This design comes from an exercise in tuning for small area, a short achievable clock period and few clock cycles per item on the open sky130 flow, not from production work. In this exercise RTL edits were held to simulation tests only and were not proved equivalent to the original. Power figures rest on the tool's default switching activity, not on a simulated workload.

==> flow/design.v <==
`default_nettype none
package pifo_pkg;
    localparam int RANK_W    = 4;
    localparam int PAYLOAD_W = 8;
    localparam int CAPACITY  = 126;
    localparam int POS_W     = 7;             
    localparam int NRANK     = 15;            
    typedef logic [RANK_W-1:0]    rank_t;      
    typedef logic [PAYLOAD_W-1:0] payload_t;
    typedef logic [POS_W-1:0]     pos_t;
endpackage
`default_nettype wire
`timescale 1ns/100ps
`default_nettype none
module pifo_host_port (
    input  wire                 i_clk,
    input  wire                 i_arst_n,
    input  wire                 i_push,
    input  wire                 i_pop,
    input  pifo_pkg::pos_t      i_count,      
    output logic                o_ready,
    output logic                o_full,
    output logic                o_empty,
    output logic                o_push_acc,
    output logic                o_pop_acc
);
    localparam int PW = pifo_pkg::POS_W;
    logic full_d;
    logic empty_d;
    assign o_ready = 1'b1;                
    assign o_pop_acc  = i_pop & ~o_empty;
    assign o_push_acc = i_push & ~i_pop & ~o_full;
    always_comb begin
        full_d  = o_full;
        empty_d = o_empty;
        if (o_pop_acc) begin
            full_d  = 1'b0;
            empty_d = (i_count == PW'(1));
        end else if (o_push_acc) begin
            full_d  = (i_count == PW'(pifo_pkg::CAPACITY - 1));
            empty_d = 1'b0;
        end
    end
    always_ff @(posedge i_clk) begin
        o_full  <= i_arst_n & full_d;
        o_empty <= ~i_arst_n | empty_d;
    end
endmodule
`default_nettype wire
`timescale 1ns/100ps
`default_nettype none
module pifo_level_ram (
    input  wire                 i_clk,
    input  wire                 i_pop,
    input  wire [15:0]          i_hi_lt,    
    input  wire [15:0]          i_hi_eq,    
    input  wire [7:0]           i_lo_le,    
    input  wire [7:0]           i_lo_eq,    
    input  pifo_pkg::payload_t  i_payload,
    output pifo_pkg::payload_t  o_head
);
    localparam int N  = pifo_pkg::CAPACITY;
    localparam int DW = pifo_pkg::PAYLOAD_W;
    logic [N*DW-1:0] mem_q;
    for (genvar i = 0; i < N; i++) begin : g_ent
        localparam int H = i / 8;
        localparam int L = i % 8;
        logic [DW-1:0] up;     
        logic [DW-1:0] down;   
        logic          lo_lt;  
        if (L == 0) begin : g_l0
            assign lo_lt = 1'b0;
        end else begin : g_ln
            assign lo_lt = i_lo_le[L-1];
        end
        if (i == 0) begin : g_first
            assign up = i_payload;
        end else begin : g_mid
            assign up = mem_q[(i-1)*DW +: DW];
        end
        if (i == N - 1) begin : g_last
            assign down = mem_q[i*DW +: DW];
        end else begin : g_inner
            assign down = mem_q[(i+1)*DW +: DW];
        end
        logic          sel_hold;    
        logic          sel_up;      
        logic          sel_in;      
        logic [DW-1:0] d;
        assign sel_up   = i_hi_lt[H] | (i_hi_eq[H] & lo_lt);
        assign sel_in   = i_hi_eq[H] & i_lo_eq[L];
        assign sel_hold = ~(i_pop | i_hi_lt[H] | (i_hi_eq[H] & i_lo_le[L]));
        assign d = (~{DW{sel_hold}} | mem_q[i*DW +: DW])
                 & (~{DW{i_pop}}    | down)
                 & (~{DW{sel_up}}   | up)
                 & (~{DW{sel_in}}   | i_payload);
        always_ff @(posedge i_clk)
            mem_q[i*DW +: DW] <= d;
    end
    assign o_head = mem_q[DW-1:0];
endmodule
`default_nettype wire
`timescale 1ns/100ps
`default_nettype none
module pifo_level (
    input  wire                 i_clk,
    input  wire                 i_arst_n,
    input  wire                 i_push,
    input  wire                 i_pop,
    input  pifo_pkg::rank_t     i_rank,
    output pifo_pkg::pos_t      o_count,      
    output pifo_pkg::rank_t     o_min_rank,   
    output logic [15:0]         o_hi_lt,      
    output logic [15:0]         o_hi_eq,      
    output logic [7:0]          o_lo_le,      
    output logic [7:0]          o_lo_eq       
);
    localparam int PW = pifo_pkg::POS_W;
    localparam int NR = pifo_pkg::NRANK;
    logic [NR*PW-1:0] bnd_q;
    logic [NR-1:0]    nz;
    logic [NR-1:0]    rank_oh;
    logic [PW-1:0]    pos;        
    for (genvar k = 0; k < NR; k++) begin : g_bnd
        logic [PW-1:0] b;
        logic [PW-1:0] ones;      
        logic [PW-1:0] zeros;     
        logic          inc;
        logic          dec;
        assign b     = bnd_q[k*PW +: PW];
        assign nz[k] = (b != '0);
        assign inc   = i_push & (i_rank <= pifo_pkg::RANK_W'(k));
        assign dec   = i_pop & nz[k];
        assign ones[0]  = 1'b1;
        assign zeros[0] = 1'b1;
        for (genvar j = 1; j < PW; j++) begin : g_carry
            assign ones[j]  = ones[j-1] & b[j-1];
            assign zeros[j] = zeros[j-1] & ~b[j-1];
        end
        always_ff @(posedge i_clk or negedge i_arst_n) begin
            if (!i_arst_n)
                bnd_q[k*PW +: PW] <= '0;
            else
                bnd_q[k*PW +: PW] <= b ^ (({PW{inc}} & ones) | ({PW{dec}} & zeros));
        end
    end
    assign o_count = bnd_q[(NR-1)*PW +: PW];
    always_comb begin
        o_min_rank = pifo_pkg::RANK_W'(NR);
        for (int k = NR - 1; k >= 0; k--)
            if (nz[k])
                o_min_rank = pifo_pkg::RANK_W'(k);
    end
    always_comb begin
        pos = '0;
        for (int k = 0; k < NR; k++) begin
            rank_oh[k] = (i_rank == pifo_pkg::RANK_W'(k));
            pos = pos | ({PW{rank_oh[k]}} & bnd_q[k*PW +: PW]);
        end
    end
    always_ff @(posedge i_clk) begin
        for (int h = 0; h < 16; h++) begin
            o_hi_lt[h] <= i_push & (pos[6:3] < 4'(h));
            o_hi_eq[h] <= i_push & (pos[6:3] == 4'(h));
        end
        for (int l = 0; l < 8; l++) begin
            o_lo_le[l] <= (pos[2:0] <= 3'(l));
            o_lo_eq[l] <= (pos[2:0] == 3'(l));
        end
    end
endmodule
`default_nettype wire
`timescale 1ns/100ps
`default_nettype none
module pifo_pop_out (
    input  wire                 i_clk,
    input  wire                 i_arst_n,
    input  wire                 i_capture,
    input  pifo_pkg::rank_t     i_rank,
    input  pifo_pkg::payload_t  i_payload,
    output logic                o_pop_valid,
    output pifo_pkg::rank_t     o_pop_rank,
    output pifo_pkg::payload_t  o_pop_payload
);
    always_ff @(posedge i_clk) begin
        o_pop_valid   <= i_arst_n & i_capture;
        o_pop_rank    <= i_rank;
        o_pop_payload <= i_payload;
    end
endmodule
`default_nettype wire
`timescale 1ns/100ps
`default_nettype none
module pifo_top (
    input  wire                 i_clk,
    input  wire                 i_arst_n,
    input  wire                 i_push,
    input  wire                 i_pop,
    input  pifo_pkg::rank_t     i_rank,
    input  pifo_pkg::payload_t  i_payload,
    output logic                o_ready,
    output logic                o_full,
    output logic                o_empty,
    output logic                o_pop_valid,
    output pifo_pkg::rank_t     o_pop_rank,
    output pifo_pkg::payload_t  o_pop_payload
);
    logic                 push_acc;
    logic                 pop_acc;
    pifo_pkg::pos_t       count;
    pifo_pkg::rank_t      min_rank;
    pifo_pkg::payload_t   head;
    logic [15:0]          hi_lt;
    logic [15:0]          hi_eq;
    logic [7:0]           lo_le;
    logic [7:0]           lo_eq;
    logic                 s1_pop;
    pifo_pkg::rank_t      s1_pop_rank;    
    pifo_pkg::payload_t   s1_payload;
    pifo_host_port i_host_port (
        .i_clk      (i_clk),
        .i_arst_n   (i_arst_n),
        .i_push     (i_push),
        .i_pop      (i_pop),
        .i_count    (count),
        .o_ready    (o_ready),
        .o_full     (o_full),
        .o_empty    (o_empty),
        .o_push_acc (push_acc),
        .o_pop_acc  (pop_acc)
    );
    pifo_level i_bounds (
        .i_clk      (i_clk),
        .i_arst_n   (i_arst_n),
        .i_push     (push_acc),
        .i_pop      (pop_acc),
        .i_rank     (i_rank),
        .o_count    (count),
        .o_min_rank (min_rank),
        .o_hi_lt    (hi_lt),
        .o_hi_eq    (hi_eq),
        .o_lo_le    (lo_le),
        .o_lo_eq    (lo_eq)
    );
    always_ff @(posedge i_clk or negedge i_arst_n) begin
        if (!i_arst_n)
            s1_pop <= 1'b0;
        else
            s1_pop <= pop_acc;
    end
    always_ff @(posedge i_clk) begin
        s1_pop_rank <= min_rank;
        s1_payload  <= i_payload;
    end
    pifo_level_ram i_array (
        .i_clk     (i_clk),
        .i_pop     (s1_pop),
        .i_hi_lt   (hi_lt),
        .i_hi_eq   (hi_eq),
        .i_lo_le   (lo_le),
        .i_lo_eq   (lo_eq),
        .i_payload (s1_payload),
        .o_head    (head)
    );
    pifo_pop_out i_pop_out (
        .i_clk         (i_clk),
        .i_arst_n      (i_arst_n),
        .i_capture     (s1_pop),
        .i_rank        (s1_pop_rank),
        .i_payload     (head),
        .o_pop_valid   (o_pop_valid),
        .o_pop_rank    (o_pop_rank),
        .o_pop_payload (o_pop_payload)
    );
endmodule
`default_nettype wire
==> flow/config.mk <==
export PLATFORM = sky130hd
export DESIGN_NAME = pifo_top
export DESIGN_NICKNAME = pifo_top
export VERILOG_FILES = /design/flow/design.v
export SDC_FILE = /design/flow/constraint.sdc
export NUM_CORES = 4
export LEC_CHECK = 0
export ABC_AREA = 1
export CAP_MARGIN = 20
export CELL_PAD_IN_SITES_DETAIL_PLACEMENT = 1
export CORE_MARGIN = 2
export CORE_UTILIZATION = 40
export CTS_CLUSTER_DIAMETER = 80
export CTS_CLUSTER_SIZE = 20
export PLACE_DENSITY = 0.5
export SETUP_SLACK_MARGIN = 4.5
export SLEW_MARGIN = 20
==> flow/constraint.sdc <==
create_clock -name core_clock -period 7.0 [get_ports {i_clk}]
set_input_delay 1.4000 -clock core_clock [delete_from_list [all_inputs] [get_ports {i_clk}]]
set_output_delay 1.4000 -clock core_clock [all_outputs]
set_load 0.01 [all_outputs]
run.sh (not shown) runs the stock make flow with config.mk's settings and CLKGATE_MAP_FILE= SYNTH_SCRIPT=/design/flow/synth_recipe.tcl, a recipe that flattens the netlist after the stock synthesis.
Testbench counts at the start, summed over its fixed seeds: cycles 48,009, ops 48,000.
Edit:
--- a/flow/design.v
+++ b/flow/design.v
@@ -22,26 +22,37 @@
     output logic                o_full,
     output logic                o_empty,
     output logic                o_push_acc,
     output logic                o_pop_acc
 );
     localparam int PW = pifo_pkg::POS_W;
+    logic full_q;
+    logic empty_q;
     logic full_d;
     logic empty_d;
     assign o_ready = 1'b1;                
-    assign o_pop_acc  = i_pop & ~o_empty;
-    assign o_push_acc = i_push & ~i_pop & ~o_full;
+    assign o_pop_acc  = i_pop & ~empty_q;
+    assign o_push_acc = i_push & ~i_pop & ~full_q;
     always_comb begin
-        full_d  = o_full;
-        empty_d = o_empty;
+        full_d  = full_q;
+        empty_d = empty_q;
         if (o_pop_acc) begin
             full_d  = 1'b0;
             empty_d = (i_count == PW'(1));
         end else if (o_push_acc) begin
             full_d  = (i_count == PW'(pifo_pkg::CAPACITY - 1));
             empty_d = 1'b0;
+        end
+    end
+    always_ff @(posedge i_clk or negedge i_arst_n) begin
+        if (!i_arst_n) begin
+            full_q  <= 1'b0;
+            empty_q <= 1'b1;
+        end else begin
+            full_q  <= full_d;
+            empty_q <= empty_d;
         end
     end
     always_ff @(posedge i_clk) begin
         o_full  <= i_arst_n & full_d;
         o_empty <= ~i_arst_n | empty_d;
     end
Effect:
- via count went down by 0.73%
- total power is higher by 8.1%
- wire length came out lower by 0.85%
- global-route usage came out lower by 0.28 points
- synthesized area increases by 0.30%
- hold slack loses 0.0081 ns
- flip-flop and latch count went up by 2
Testbench counts after the change, summed over its fixed seeds: cycles 48,009, ops 48,000.

==> static timing again, ports no longer ideal <==
How much do the figures lean on ideal ports? The routed layouts below were timed once more, with nothing changed but the port constraints.
Step 1 (the two cells are an assumption about what drives the block):
set clk [get_ports {i_clk}]
set_driving_cell -lib_cell sky130_fd_sc_hd__clkbuf_16 $clk
set_driving_cell -lib_cell sky130_fd_sc_hd__buf_2 [delete_from_list [all_inputs] $clk]
Step 2, shift: input delay + t, output delay - t, t = (earliest + latest rising clock arrival at the registers) / 2. This alone moves slack from input paths to output paths.
a / b / c = no drivers / after step 1 / after step 2; a / b = the first two.
| run | t (ns) | setup slack, ns | latest minus earliest clock arrival (ns) |
|---|---|---|---|
| the first run | 0.741 | 4.453 / 4.378 / 3.767 | 0.023 / 0.022 |
| the second run | 0.747 | 4.475 / 4.400 / 3.853 | 0.026 / 0.026 |
After both steps setup and hold are still met in every run listed. For the first run, which loses most, drivers alone change the setup slack by -0.075 ns; drivers and shift together by -0.686 ns.
